Context: an optimization exercise on an open-source flow, tuned for small area and few clock cycles. The choices shown serve that exercise and are no tape-out recipe.
At most, simulation tests tie the RTL to the original design; equivalence was not proved.
The flow treats the clock pin as an ideal source, which a real chip does not have.
No activity file was given, so power comes from the tool's default toggle rates.

## tlv_packet_attribute_parser
module tlv_packet_attribute_parser #(
    parameter int OFFSET_BITS = tpap_pkg::OFFSET_BITS_DEF
) (
    input  wire                                i_clk,
    input  wire                                i_rst_n,
    input  wire                                i_s_tvalid,
    output logic                               o_s_tready,
    input  wire  [7:0]                         i_s_tdata,   
    input  wire                                i_s_tlast,   
    output logic                               o_m_tvalid,
    input  wire                                i_m_tready,
    output logic [tpap_pkg::RES_TDATA_W-1:0]   o_m_tdata,
    output logic [0:0]                         o_m_tuser,   
    input  wire                                i_cfg_we,
    input  wire  [tpap_pkg::CFG_IDX_W-1:0]     i_cfg_idx,
    input  wire  [7:0]                         i_cfg_wdata
);
    localparam logic [1:0] PH_ATYPE = 2'd0;
    localparam logic [1:0] PH_LENHI = 2'd1;
    localparam logic [1:0] PH_LENLO = 2'd2;
    localparam logic [1:0] PH_VALUE = 2'd3;
    tpap_pkg::t_codes  r_codes;
    tpap_pkg::t_result r_sum;        
    logic              r_vld;        
    logic [1:0]        r_phase;
    logic [15:0]       r_cnt;        
    logic [15:0]       r_start;      
    logic [15:0]       r_len;        
    logic [31:0]       r_sa;         
  ...
Settings: LEC_CHECK=0, ABC_AREA=1, CAP_MARGIN=20, CORE_MARGIN=2, CORE_UTILIZATION=60, CTS_BUF_LIST=sky130_fd_sc_hd__clkbuf_2 sky130_fd_sc_hd__clkbuf_4, SLEW_MARGIN=20; clock period 5.0 ns.
run.sh (not shown) runs the stock make flow with config.mk's settings and CLKGATE_MAP_FILE= SYNTH_SCRIPT=/design/flow/synth_recipe.tcl, a recipe that flattens the netlist after the stock synthesis.
The starting point ran to the end with no violations.
Rerun with:
--- a/flow/config.mk
+++ b/flow/config.mk
@@ -7,7 +7,5 @@
 export LEC_CHECK = 0
-export ABC_AREA = 1
 export CAP_MARGIN = 20
 export CORE_MARGIN = 2
-export CORE_UTILIZATION = 60
-export CTS_BUF_LIST = sky130_fd_sc_hd__clkbuf_2 sky130_fd_sc_hd__clkbuf_4
+export CORE_UTILIZATION = 40
 export SLEW_MARGIN = 20
- via count drops by 14%
- synthesized cell count decreases by 19%
- die area is higher by 47%
- power increases by 9.5%
- sequential share of layout area drops by 0.56 points
- sequential cell count is unchanged
- maximum frequency fell by 9.6%
- cell area grows by 1.1%
- area after synthesis shrinks by 0.83%
- setup slack got worse by 390 ps
Rerun with:
==> flow/flow/run.sh (new file) <==
#!/bin/bash
# Standard layout, with plain buf_1 cells as the port buffers and no dummy
# loads in the clock tree. make's full output goes to make_finish.log here.
set -euo pipefail
export BUFFER_PORTS_ARGS="-buffer_cell sky130_fd_sc_hd__buf_1"
export CTS_ARGS="-sink_clustering_enable -repair_clock_nets -dont_use_dummy_load"
bash standard.sh finish > make_finish.log 2>&1
==> flow/standard.sh (new file) <==
#!/bin/bash
# synth_recipe.tcl (not shown) runs the flow's synth.tcl, then flattens the netlist and writes it again
# the make line also repeats each setting of config.mk as NAME=value (left out here)
make -C /OpenROAD-flow-scripts/flow DESIGN_CONFIG=/design/flow/config.mk WORK_HOME=/design/flow/orfs CLKGATE_MAP_FILE= SYNTH_SCRIPT=/design/flow/synth_recipe.tcl "${@:-finish}"
removed: flow/run.sh
Outcome:
- worst setup slack loses 150 ps
- area after synthesis does not change
- design area fell by 8.7%
- total power fell by 12%
- wire length fell by 4.8%
- maximum frequency fell by 3.5%
- clock-buffer cell count fell by 11
- critical path depth fell by 1
- sequential cell count stays the same
Function was not checked in any run of this note: the RTL went through the layout flow alone.


build 77:
tlv_packet_attribute_parser, a different RTL version from the one above (not shown whole).
Size: about 250 flip-flops, ~9900 sq um of cells after synthesis.
clock: 5.0 ns
lec_check: 0
cap_margin: 20
core_margin: 2
core_utilization: 65
slew_margin: 20
standard.sh (not shown) runs the stock make flow with config.mk's settings and CLKGATE_MAP_FILE= SYNTH_SCRIPT=/design/flow/synth_recipe.tcl, a recipe that flattens the netlist after the stock synthesis.
==> flow/flow/run.sh <==
#!/bin/bash
# Standard layout with three changes: plain buf_1 cells as the port buffers,
# a clock tree of clkbuf_4 cells without dummy loads, and, after CTS, gates
# off the critical paths are downsized (then slew and capacitance are
# repaired again). make's full output goes to make_finish.log here.
set -euo pipefail
export BUFFER_PORTS_ARGS="-buffer_cell sky130_fd_sc_hd__buf_1"
export CTS_ARGS="-sink_clustering_enable -repair_clock_nets -dont_use_dummy_load -buf_list sky130_fd_sc_hd__clkbuf_4 -sink_clustering_size 10 -sink_clustering_max_diameter 40"
export POST_CTS_TCL="$PWD/flow/post_cts.tcl"
bash standard.sh finish > make_finish.log 2>&1
==> flow/flow/post_cts.tcl <==
# Downsize gates that have timing slack, then repair slew and capacitance
# and legalize the placement again.
estimate_parasitics -placement
repair_timing -recover_power 100 -verbose
repair_design -slew_margin 20 -cap_margin 20 -verbose
detailed_placement
check_placement -verbose
estimate_parasitics -placement
report_worst_slack -max
report_worst_slack -min
Testbench counts of build 77, summed over its fixed seeds: cycles 204,696.
> inputs changed (build 77 -> build 70)
- a change of CORE_UTILIZATION from 65 to 75
[summary]
Looking at the reports, build 70 completed the entire flow and the layout it produced met the timing, design-rule and antenna checks. Between build 70 and build 77, clock latency on the worst-skew pair is higher for build 77, build 70 comes in under that. Going from build 77 to build 70, the post-synthesis to final-layout area growth was found to have gone down by 0.19 points. In build 70, the peak fanout along the critical path came out 4 below the value in build 77. Compared with build 77, in build 70 worst vdd rail ir drop fell by 0.0026 mV; sum of net half-perimeters after detailed placement rose by about 4%.
What build 40 does differently from build 70 at the input level:
- CORE_UTILIZATION now 40, was 75
==> flow/flow/run.sh <==
#!/bin/bash
# Standard layout, with plain buf_1 cells as the port buffers and a clock
# tree of small buffers without dummy loads. make's full output goes to
# make_finish.log here.
set -euo pipefail
export BUFFER_PORTS_ARGS="-buffer_cell sky130_fd_sc_hd__buf_1"
export CTS_ARGS="-sink_clustering_enable -repair_clock_nets -dont_use_dummy_load -buf_list {sky130_fd_sc_hd__clkbuf_4 sky130_fd_sc_hd__clkbuf_8} -sink_clustering_size 12 -sink_clustering_max_diameter 60"
bash standard.sh finish > make_finish.log 2>&1
removed: flow/flow/post_cts.tcl
Build 40 — multi-input gate share of the layout cell area 0.33 points lower, build 70 as reference
Number of cell instances on the worst register-to-register path: lower on build 40
Start point of the critical path: r_cnt[6] -> build 40, r_cnt[1] -> build 70
As far as number of sinks handled by clock tree synthesis goes, build 70 and build 40 are indistinguishable; the numbers are identical.
## Diff of input files: build 82 against build 40
==> flow/flow/run.sh <==
#!/bin/bash
# Standard layout, with plain buf_1 cells as the port buffers and a clock
# tree of small buffers without dummy loads, and non-critical gates downsized
# after global routing. make's full output goes to
# make_finish.log here.
set -euo pipefail
export BUFFER_PORTS_ARGS="-buffer_cell sky130_fd_sc_hd__buf_1"
export RECOVER_POWER=100
export CTS_ARGS="-sink_clustering_enable -repair_clock_nets -dont_use_dummy_load -buf_list sky130_fd_sc_hd__clkbuf_4 -sink_clustering_size 10 -sink_clustering_max_diameter 40"
bash standard.sh finish > make_finish.log 2>&1
==> notes.md <==
What the final checks of build 82 revealed, after a flow that finished every stage, was a layout that fails on max-capacitance violations, max-slew violations. From build 40 to build 82 the numbers moved as follows: utilization of the core after routing shows a reduction of 0.82 points, total CTS buffers now sits higher, cell area decreased 1.8%, part of the power in the clock network went down by 2.4 points.


## exp/willow
tlv_packet_attribute_parser again, from the RTL that the note above started with.
## tlv_packet_attribute_parser
module tlv_packet_attribute_parser #(
    parameter int OFFSET_BITS = tpap_pkg::OFFSET_BITS_DEF
) (
    input  wire                                i_clk,
    input  wire                                i_rst_n,
    input  wire                                i_s_tvalid,
    output logic                               o_s_tready,
    input  wire  [7:0]                         i_s_tdata,   
    input  wire                                i_s_tlast,   
    output logic                               o_m_tvalid,
    input  wire                                i_m_tready,
    output logic [tpap_pkg::RES_TDATA_W-1:0]   o_m_tdata,
    output logic [0:0]                         o_m_tuser,   
    input  wire                                i_cfg_we,
    input  wire  [tpap_pkg::CFG_IDX_W-1:0]     i_cfg_idx,
    input  wire  [7:0]                         i_cfg_wdata
);
==> flow/config.mk <==
export PLATFORM = sky130hd
export DESIGN_NAME = tlv_packet_attribute_parser
export DESIGN_NICKNAME = tlv_packet_attribute_parser
export VERILOG_FILES = /design/flow/design.v
export SDC_FILE = /design/flow/constraint.sdc
export NUM_CORES = 4
export LEC_CHECK = 0
export CAP_MARGIN = 20
export CORE_MARGIN = 2
export CORE_UTILIZATION = 40
export SLEW_MARGIN = 20
==> flow/constraint.sdc <==
create_clock -name core_clock -period 5.0 [get_ports {i_clk}]
set_input_delay 1.0000 -clock core_clock [delete_from_list [all_inputs] [get_ports {i_clk}]]
set_output_delay 1.0000 -clock core_clock [all_outputs]
set_load 0.01 [all_outputs]
==> flow/flow/run.sh <==
#!/bin/bash
# Standard layout with three changes: plain buf_1 cells as the port buffers,
# a clock tree of clkbuf_4 cells without dummy loads, and, after CTS, gates
# off the critical paths are downsized (then slew and capacitance are
# repaired again). make's full output goes to make_finish.log here.
set -euo pipefail
export BUFFER_PORTS_ARGS="-buffer_cell sky130_fd_sc_hd__buf_1"
export CTS_ARGS="-sink_clustering_enable -repair_clock_nets -dont_use_dummy_load -buf_list sky130_fd_sc_hd__clkbuf_4 -sink_clustering_size 12 -sink_clustering_max_diameter 40"
export POST_CTS_TCL="$PWD/flow/post_cts.tcl"
bash standard.sh finish > make_finish.log 2>&1
==> flow/flow/post_cts.tcl <==
# Downsize gates that have timing slack, then repair slew and capacitance
# and legalize the placement again.
estimate_parasitics -placement
repair_timing -recover_power 100 -verbose
repair_design -slew_margin 20 -cap_margin 20 -verbose
detailed_placement
check_placement -verbose
estimate_parasitics -placement
report_worst_slack -max
report_worst_slack -min
exp/willow: all stages complete, timing, DRC and antenna checks passed
Testbench counts of exp/willow, summed over its fixed seeds: cycles 204,696.
Inputs modified between exp/willow and exp/onyx:
==> flow/flow/run.sh <==
#!/bin/bash
# Standard layout with three changes: plain buf_1 cells as the port buffers,
# a clock tree of clkbuf_4 cells without dummy loads, and, after CTS, gates
# off the critical paths are downsized (then slew and capacitance are
# repaired again). make's full output goes to make_finish.log here.
set -euo pipefail
export BUFFER_PORTS_ARGS="-buffer_cell sky130_fd_sc_hd__buf_1"
export CTS_ARGS="-sink_clustering_enable -repair_clock_nets -dont_use_dummy_load -buf_list sky130_fd_sc_hd__clkbuf_4 -sink_clustering_size 10 -sink_clustering_max_diameter 40"
export POST_CTS_TCL="$PWD/flow/post_cts.tcl"
bash standard.sh finish > make_finish.log 2>&1
==> flow/flow/post_cts.tcl <==
# Downsize gates that have timing slack, then repair slew and capacitance
# and legalize the placement again.
estimate_parasitics -placement
repair_timing -recover_power 100 -verbose
repair_design -slew_margin $::env(SLEW_MARGIN) -cap_margin $::env(CAP_MARGIN) -verbose
detailed_placement
check_placement -verbose
estimate_parasitics -placement
report_worst_slack -max
report_worst_slack -min
-- flow/config.mk --
<<< exp/willow, line 6
export NUM_CORES = 4
export LEC_CHECK = 0
export CAP_MARGIN = 20
export CORE_MARGIN = 2
export CORE_UTILIZATION = 40
export SLEW_MARGIN = 20
>>> exp/onyx, line 6
export NUM_CORES = 4
export LEC_CHECK = 0
export CAP_MARGIN = 5
export CORE_MARGIN = 2
export CORE_UTILIZATION = 65
export SLEW_MARGIN = 5
Notes after the runs:
Diff exp/willow -> exp/onyx | final period utilization | increase of 10 points
Proportion of cell area occupied by multi-input gates, exp/willow and exp/onyx, lower one = exp/willow.
Summary — internal power, exp/onyx relative to exp/willow: lower, by 0.000053 W.
Per the comparison of exp/onyx with exp/willow, final hold slack now larger, total power now smaller, relative contribution of combinational cells to total power now smaller, leakage power of the design now smaller.
Going from exp/willow to exp/onyx, number of clock buffers in the layout shows a reduction of about 11%, switching share of power saw a decrease.
Inputs modified between exp/onyx and exp/quartz:
==> flow/flow/run.sh <==
#!/bin/bash
# Standard layout, with plain buf_1 cells as the port buffers and a clock
# tree of small buffers without dummy loads. make's full output goes to
# make_finish.log here.
set -euo pipefail
export BUFFER_PORTS_ARGS="-buffer_cell sky130_fd_sc_hd__buf_1"
export CTS_ARGS="-sink_clustering_enable -repair_clock_nets -dont_use_dummy_load -buf_list sky130_fd_sc_hd__clkbuf_4 -sink_clustering_size 10 -sink_clustering_max_diameter 40"
bash standard.sh finish > make_finish.log 2>&1
-- flow/config.mk --
<<< exp/onyx, line 6
export NUM_CORES = 4
export LEC_CHECK = 0
export CAP_MARGIN = 5
export CORE_MARGIN = 2
export CORE_UTILIZATION = 65
export SLEW_MARGIN = 5
>>> exp/quartz, line 6
export NUM_CORES = 4
export LEC_CHECK = 0
export CAP_MARGIN = 20
export CORE_MARGIN = 2
export CORE_UTILIZATION = 40
export SLEW_MARGIN = 20
removed: flow/flow/post_cts.tcl
## What came out
exp/quartz: full flow OK, the timing, design-rule and antenna checks passed. In the final reports, the cell area of exp/quartz is larger than that of exp/onyx. For combinational power, dividing the value from exp/quartz by the value from exp/onyx gives 1.05. Cmp exp/quartz vs exp/onyx: global placer's final weighted congestion lower in exp/quartz. Fmax: exp/quartz higher than exp/onyx.

==> port drivers added, routing unchanged <==
Ports are ideal in the flow. The routed layouts listed here were re-timed in OpenROAD. Step 1, drivers: a clkbuf_16 drives i_clk and a buf_2 each remaining input, both assumed. Step 2 adds t to the input delays and takes it off the output delays; t is the mean of the earliest and latest rising clock arrival at the registers after step 1. Input paths then give back, and output paths get back, about the clock's delay inside the block. Three values: ideal, step 1, step 2; two values: the first two.
run | t, ns | setup WS [ns] | clock arrival spread, ns
the first run of note 1 | 0.708 | 1.309 / 1.309 / 1.309 | 0.034 / 0.034
the second run of note 1 | 0.589 | 0.920 / 0.920 / 0.807 | 0.019 / 0.019
the third run of note 1 | 0.554 | 0.772 / 0.772 / 0.772 | 0.056 / 0.056
build 77 | 0.689 | 0.896 / 0.896 / 0.637 | 0.054 / 0.054
build 70 | 0.669 | 1.289 / 1.289 / 1.075 | 0.069 / 0.069
build 40 | 0.565 | 1.445 / 1.445 / 1.378 | 0.049 / 0.048
build 82 | 0.649 | 0.981 / 0.981 / 0.709 | 0.065 / 0.065
exp/willow | 0.643 | 1.426 / 1.426 / 1.176 | 0.097 / 0.097
exp/onyx | 0.675 | 0.901 / 0.901 / 0.595 | 0.105 / 0.105
exp/quartz | 0.643 | 1.443 / 1.443 / 1.375 | 0.058 / 0.058
The setup slack of exp/onyx, which loses most, moves by 0.000 ns with the drivers and by -0.306 ns with both steps.
